Source: an optimization exercise on an open RTL-to-GDS flow (aim: small area, a short achievable clock period and few clock cycles per item). Production flows keep margins and buffers that such runs may drop.
Function was checked by simulation only, so behaviour that the tests miss may differ from the original.
Power figures rest on the tool's default switching activity, not on a simulated workload.

lane 1:
==> flow/design.v (excerpt) <==
module matvec3 (
    input  logic                     clk,
    input  logic                     reset,
    input  logic                     input_valid,
    output logic                     input_ready,
    input  matvec_dims_pkg::sample_t input_data,
    output logic                     output_valid,
    input  logic                     output_ready,
    output matvec_dims_pkg::acc_t    output_data
);
    typedef matvec_dims_pkg::sample_t sample_t;
    typedef matvec_dims_pkg::acc_t    acc_t;
    logic [3:0]  ph;
    sample_t     ring [0:11];
    logic [3:0]  lp;             
    logic        ahead;          
    logic [1:0]  cr, ck;         
    logic [3:0]  cp;             
    logic        due;            
    logic [2:0]  xv;             
    logic        ready_q;
    logic [6:0]  one_q, two_q, neg_q;    
    logic        m_v, m_first, m_last;
    acc_t        acc_s, acc_c;   
    acc_t        sum_s, sum_c;
    logic        acc_done;       
    acc_t        out_q;
    logic        out_v;
    logic        in_fire;
    logic        issue;
    logic        transfer;
    assign input_ready  = ready_q;
    assign output_valid = out_v;
    assign output_data  = out_q;
    assign in_fire  = input_valid && ready_q;
    assign transfer = acc_done && !out_v;
    assign issue = due && xv[ck] && ((ck != 2'd0) || !out_v);
    logic [3:0] ph_n;
    logic [1:0] cr_i, ck_i;
    logic [3:0] cp_i;
    logic       last_p;          
    logic [3:0] lp_inc;
    logic       due_i, due_ni;
    logic       rdy_f_i, rdy_f_ni, rdy_nf_i, rdy_nf_ni;
    function automatic logic slot_free(input logic ahd, input logic [3:0] w, input logic [3:0] c);
        if (!ahd)
            slot_free = 1'b1;
        else if (w < 4'd9)
  ...
==> flow/config.mk <==
export PLATFORM = sky130hd
export DESIGN_NAME = matvec3
export DESIGN_NICKNAME = matvec3
export VERILOG_FILES = /design/flow/design.v
export SDC_FILE = /design/flow/constraint.sdc
export NUM_CORES = 4
export LEC_CHECK = 0
export CAP_MARGIN = 20
export CORE_MARGIN = 2
export CORE_UTILIZATION = 40
export CTS_BUF_LIST = sky130_fd_sc_hd__clkbuf_8
export CTS_CLUSTER_DIAMETER = 60
export CTS_CLUSTER_SIZE = 20
export SETUP_SLACK_MARGIN = 5
export SLEW_MARGIN = 20
==> flow/constraint.sdc <==
create_clock -name core_clock -period 8.5 [get_ports {clk}]
set_input_delay 1.7000 -clock core_clock [delete_from_list [all_inputs] [get_ports {clk}]]
set_output_delay 1.7000 -clock core_clock [all_outputs]
set_load 0.01 [all_outputs]
run.sh (not shown) runs the stock make flow with config.mk's settings and CLKGATE_MAP_FILE= SYNTH_SCRIPT=/design/flow/synth_recipe.tcl, a recipe that flattens the netlist after the stock synthesis.
Testbench counts of lane 1, summed over its fixed seeds: cycles 4,688, jobs 384.
The inputs of lane 2 differ from those of lane 1 as listed below.
- CAP_MARGIN now 0, was 20
- CORE_UTILIZATION now 60, was 40
- CTS_CLUSTER_SIZE now 16, was 20
- CTS_CLUSTER_DIAMETER now 50, was 60
- SLEW_MARGIN now 0, was 20
==> flow/flow/run.sh (new file) <==
#!/bin/bash
# The standard layout, with plain buffers (not delay cells) on the ports and
# timing repair aimed below the clock period.
set -euo pipefail
bash standard.sh BUFFER_PORTS_ARGS="-buffer_cell sky130_fd_sc_hd__buf_2" SETUP_SLACK_MARGIN=5.4 finish > flow_make.log 2>&1
==> flow/standard.sh (new file) <==
#!/bin/bash
# synth_recipe.tcl (not shown) runs the flow's synth.tcl, then flattens the netlist and writes it again
# the make line also repeats each setting of config.mk as NAME=value (left out here)
make -C /OpenROAD-flow-scripts/flow DESIGN_CONFIG=/design/flow/config.mk WORK_HOME=/design/flow/orfs CLKGATE_MAP_FILE= SYNTH_SCRIPT=/design/flow/synth_recipe.tcl "${@:-finish}"
removed: flow/run.sh
Findings:
Measured against lane 1, the post-placement cell count of lane 2 comes out at 0.922 times the reference value.
The via count reported for lane 2 is lower than the one for lane 1.
Looking at internal power component across lane 2 and lane 1, the one that comes out higher is lane 2.
Changes observed in lane 2 relative to lane 1: power increased by about 4% relative to the old numbers; sequential cell area increased by about 0.8% relative to the old numbers; setup clock skew after layout decreased by 47 ps relative to the old numbers; cell area decreased by 0.74% relative to the old numbers.
Edits applied to the flow inputs when going from lane 2 to lane 3:
- removing CTS_BUF_LIST (formerly sky130_fd_sc_hd__clkbuf_8)
- changing CORE_UTILIZATION from 60 to 40
- changing SLEW_MARGIN from 0 to 20
- removing CTS_CLUSTER_DIAMETER (formerly 50)
- removing CTS_CLUSTER_SIZE (formerly 16)
- changing CAP_MARGIN from 0 to 20
==> flow/flow/run.sh <==
#!/bin/bash
# The standard layout, with plain buffers (not delay cells) on the ports.
set -euo pipefail
bash standard.sh BUFFER_PORTS_ARGS="-buffer_cell sky130_fd_sc_hd__buf_4" finish > flow_make.log 2>&1
--- outcome ---
- Going from lane 2 to lane 3, the total power was found to have gone up by 0.00069 W.
- Going from lane 2 to lane 3, fraction of power consumed by combinational cells went down; final setup slack of the worst path went down; non-clock buffer share of cell area did not really move; global-route usage went down.
- On lane 3: fraction of power spent switching nets is 2.2 points lower than what lane 2 gave.
- Half-perimeter wire length of the detailed placement result, lane 3 and lane 2: higher on lane 3
- Final non-filler cell total, lane 3 and lane 2, higher one = lane 3.
> inputs changed (lane 3 -> lane 4)
- CAP_MARGIN now 60, was 20
- SLEW_MARGIN now 60, was 20
- CTS_CLUSTER_DIAMETER now 50, previously not set
- CTS_CLUSTER_SIZE now 16, previously not set
- CTS_BUF_LIST now sky130_fd_sc_hd__clkbuf_8, previously not set
==> flow/flow/run.sh <==
#!/bin/bash
# The standard layout, with plain buffers (not delay cells) on the ports.
set -euo pipefail
bash standard.sh BUFFER_PORTS_ARGS="-buffer_cell sky130_fd_sc_hd__buf_1" finish > flow_make.log 2>&1
Results
- From lane 3 to lane 4, area after synthesis did not move at all.
- Comparing lane 4 against lane 3, there is no change at all in number of antenna violations at the first check in global routing.
- | share of the cycle needed by the critical path after routing | lane 3 vs lane 4 | ≈ equal |
- Multiplexer area fraction after synthesis came out exactly the same in lane 4 and lane 3.
- Lane 4 ends up with lower global-route track usage on met3 than lane 3 does.
- Lane 4 vs. lane 3: via count has increased, final total power has decreased.
- In lane 4 the count of routing violations after the opening detailed-route iteration turned out 160 higher than in lane 3.
- Compared with lane 3, in lane 4 clock latency reported for the late side of the worst-skew pair moved up, number of inserted filler cells in the final layout moved up, synthesis-to-finish area growth moved down.


matvec3, a different RTL version from the one above (not shown whole).
Size: roughly 300 flip-flops.
export LEC_CHECK = 0
export CAP_MARGIN = 20
export CORE_MARGIN = 2
export CORE_UTILIZATION = 40
export CTS_BUF_LIST = sky130_fd_sc_hd__clkbuf_8
export CTS_CLUSTER_DIAMETER = 50
export CTS_CLUSTER_SIZE = 16
export SETUP_SLACK_MARGIN = 5
export SLEW_MARGIN = 20
create_clock -name core_clock -period 8.5 [get_ports {clk}]
standard.sh (not shown) runs the stock make flow with config.mk's settings and CLKGATE_MAP_FILE= SYNTH_SCRIPT=/design/flow/synth_recipe.tcl, a recipe that flattens the netlist after the stock synthesis.
==> flow/flow/run.sh <==
#!/bin/bash
# The standard layout, with plain buffers (not delay cells) on the ports and
# timing repair aimed below the clock period.
set -euo pipefail
bash standard.sh BUFFER_PORTS_ARGS="-buffer_cell sky130_fd_sc_hd__buf_2" SETUP_SLACK_MARGIN=5.4 finish > flow_make.log 2>&1
The first run went through all stages and came out clean.
Testbench counts at the start, summed over its fixed seeds: cycles 4,688, jobs 384.
Change:
CORE_UTILIZATION = 70   (was 40)
Result:
- utilization grows by 32 points
- power fell by 3.8%
- die area came out lower by 42%
- final area decreases by 2.9%
- via count rose by 2.3%
Change:
CORE_UTILIZATION = 60   (was 70)
The changed run produced a clean layout.
Area after synthesis is unchanged.
Combinational power is lower by about 1%.
Wire length is lower by 1.1%.
Final area is higher by 1.2%.
Utilization is lower by 10 points.
Maximum frequency is higher by 0.45%.


RTL: one of the versions met above, not the one the previous note started from.
Size: about 48 I/O pins.
Design matvec3, start of the top module:
module matvec3 (
    input  logic                     clk,
    input  logic                     reset,
    input  logic                     input_valid,
    output logic                     input_ready,
    input  matvec_dims_pkg::sample_t input_data,
    output logic                     output_valid,
    input  logic                     output_ready,
    output matvec_dims_pkg::acc_t    output_data
);
Settings: LEC_CHECK=0, CAP_MARGIN=20, CORE_MARGIN=2, CORE_UTILIZATION=40, CTS_BUF_LIST=sky130_fd_sc_hd__clkbuf_8, CTS_CLUSTER_DIAMETER=50, CTS_CLUSTER_SIZE=16, SETUP_SLACK_MARGIN=5, SLEW_MARGIN=20; clock period 8.5 ns.
==> flow/flow/run.sh <==
#!/bin/bash
# The standard layout, with plain buffers (not delay cells) on the ports and
# timing repair aimed below the clock period.
set -euo pipefail
bash standard.sh BUFFER_PORTS_ARGS="-buffer_cell sky130_fd_sc_hd__buf_2" SETUP_SLACK_MARGIN=5.5 finish > flow_make.log 2>&1
Testbench counts at the start, summed over its fixed seeds: cycles 4,688, jobs 384.
Next try:
==> flow/flow/run.sh (replaced) <==
#!/bin/bash
# The standard layout, with plain buffers (not delay cells) on the ports and
# timing repair aimed below the clock period.
set -euo pipefail
bash standard.sh BUFFER_PORTS_ARGS="-buffer_cell sky130_fd_sc_hd__buf_2" SETUP_SLACK_MARGIN=5.4 finish > flow_make.log 2>&1
- CORE_UTILIZATION: 40 -> 60
- PLACE_DENSITY: unset -> 0.75
=> Final cell count decreases by 9.5%; synthesized cell count stays the same; total power decreases by 5.5%; count of clock-buffer cells in the layout decreases by 7; final area decreases by 4.4%.
Next try:
- CORE_UTILIZATION: 60 -> 40
- PLACE_DENSITY: 0.75 -> unset
Total power rose by about 7%.
Non-clock buffer count rose by 3.
Flip-flop and latch count does not change.
Global-route usage fell by 6.1 points.
Area after synthesis is unchanged.
Clock power rose by about 20%.
Wire length rose by 7.2%.
Maximum frequency rose by 0.82%.
Count of clock-buffer cells in the layout rose by 8.
Worst setup slack improved by 0.025 ns.
Clock skew fell by 0.023 ns.
Next try:
==> flow/run.sh (new file) <==
#!/bin/bash
# synth_recipe.tcl (not shown) runs the flow's synth.tcl, then flattens the netlist and writes it again
# the make line also repeats each setting of config.mk as NAME=value (left out here)
make -C /OpenROAD-flow-scripts/flow DESIGN_CONFIG=/design/flow/config.mk WORK_HOME=/design/flow/orfs CLKGATE_MAP_FILE= SYNTH_SCRIPT=/design/flow/synth_recipe.tcl finish
- CTS_CLUSTER_DIAMETER: 50 -> unset
- CTS_CLUSTER_SIZE: 16 -> 14
removed: flow/flow/run.sh
removed: flow/standard.sh
What happened: The changed run passed the timing, design-rule and antenna checks. Area after synthesis is unchanged. Utilization grows by 0.77 points. Total power grows by 11%. Non-clock buffer count drops by 8. Fmax falls by 12%. Hold slack is worse by 0.0075 ns. Register-to-register slack loses 0.40 ns. First-iteration DRC count drops by 17%. Routed wire length came out lower by 1.3%.

[what the ideal ports hide]
In the flow no input, the clock included, has a driving cell. The finished layouts below were timed again as built, in two steps.
Step 1 (the two cells are an assumption about what drives the block):
set clk [get_ports {clk}]
set_driving_cell -lib_cell sky130_fd_sc_hd__clkbuf_16 $clk
set_driving_cell -lib_cell sky130_fd_sc_hd__buf_2 [delete_from_list [all_inputs] $clk]
Step 2 also shifts input and output timing later by t, the mid clock arrival at the registers, as if the neighbouring blocks saw the same clock.
Slacks: no drivers / after step 1 / after step 2; pairs: no drivers / after step 1.
| run | t, ns | setup slack, ns | worst setup path after step 2 | worst slew at a driven data input, ns |
|---|---|---|---|---|
| lane 1 | 0.613 | 5.095 / 5.095 / 4.724 | input to register | 0.04 |
| lane 2 | 0.631 | 5.477 / 5.477 / 5.063 | input to register | 0.04 |
| lane 3 | 0.572 | 5.150 / 5.150 / 5.102 | input to register | 0.03 |
| lane 4 | 0.580 | 5.155 / 5.155 / 5.155 | register to register | 0.04 |
| the first run of note 2 | 0.631 | 5.496 / 5.496 / 5.124 | input to register | 0.03 |
| the second run of note 2 | 0.616 | 5.463 / 5.463 / 5.220 | input to register | 0.03 |
| the third run of note 2 | 0.641 | 5.477 / 5.477 / 5.170 | input to register | 0.03 |
| the first run of note 3 | 0.587 | 5.511 / 5.511 / 5.401 | input to register | 0.03 |
| the second run of note 3 | 0.624 | 5.462 / 5.462 / 5.023 | input to register | 0.03 |
| the third run of note 3 | 0.577 | 5.487 / 5.487 / 5.437 | input to register | 0.03 |
| the fourth run of note 3 | 0.637 | 5.091 / 5.091 / 4.704 | input to register | 0.04 |
After both steps every run listed still meets setup and hold. The setup slack of the second run of note 3, which loses most, moves by 0.000 ns with the drivers and by -0.439 ns with both steps.
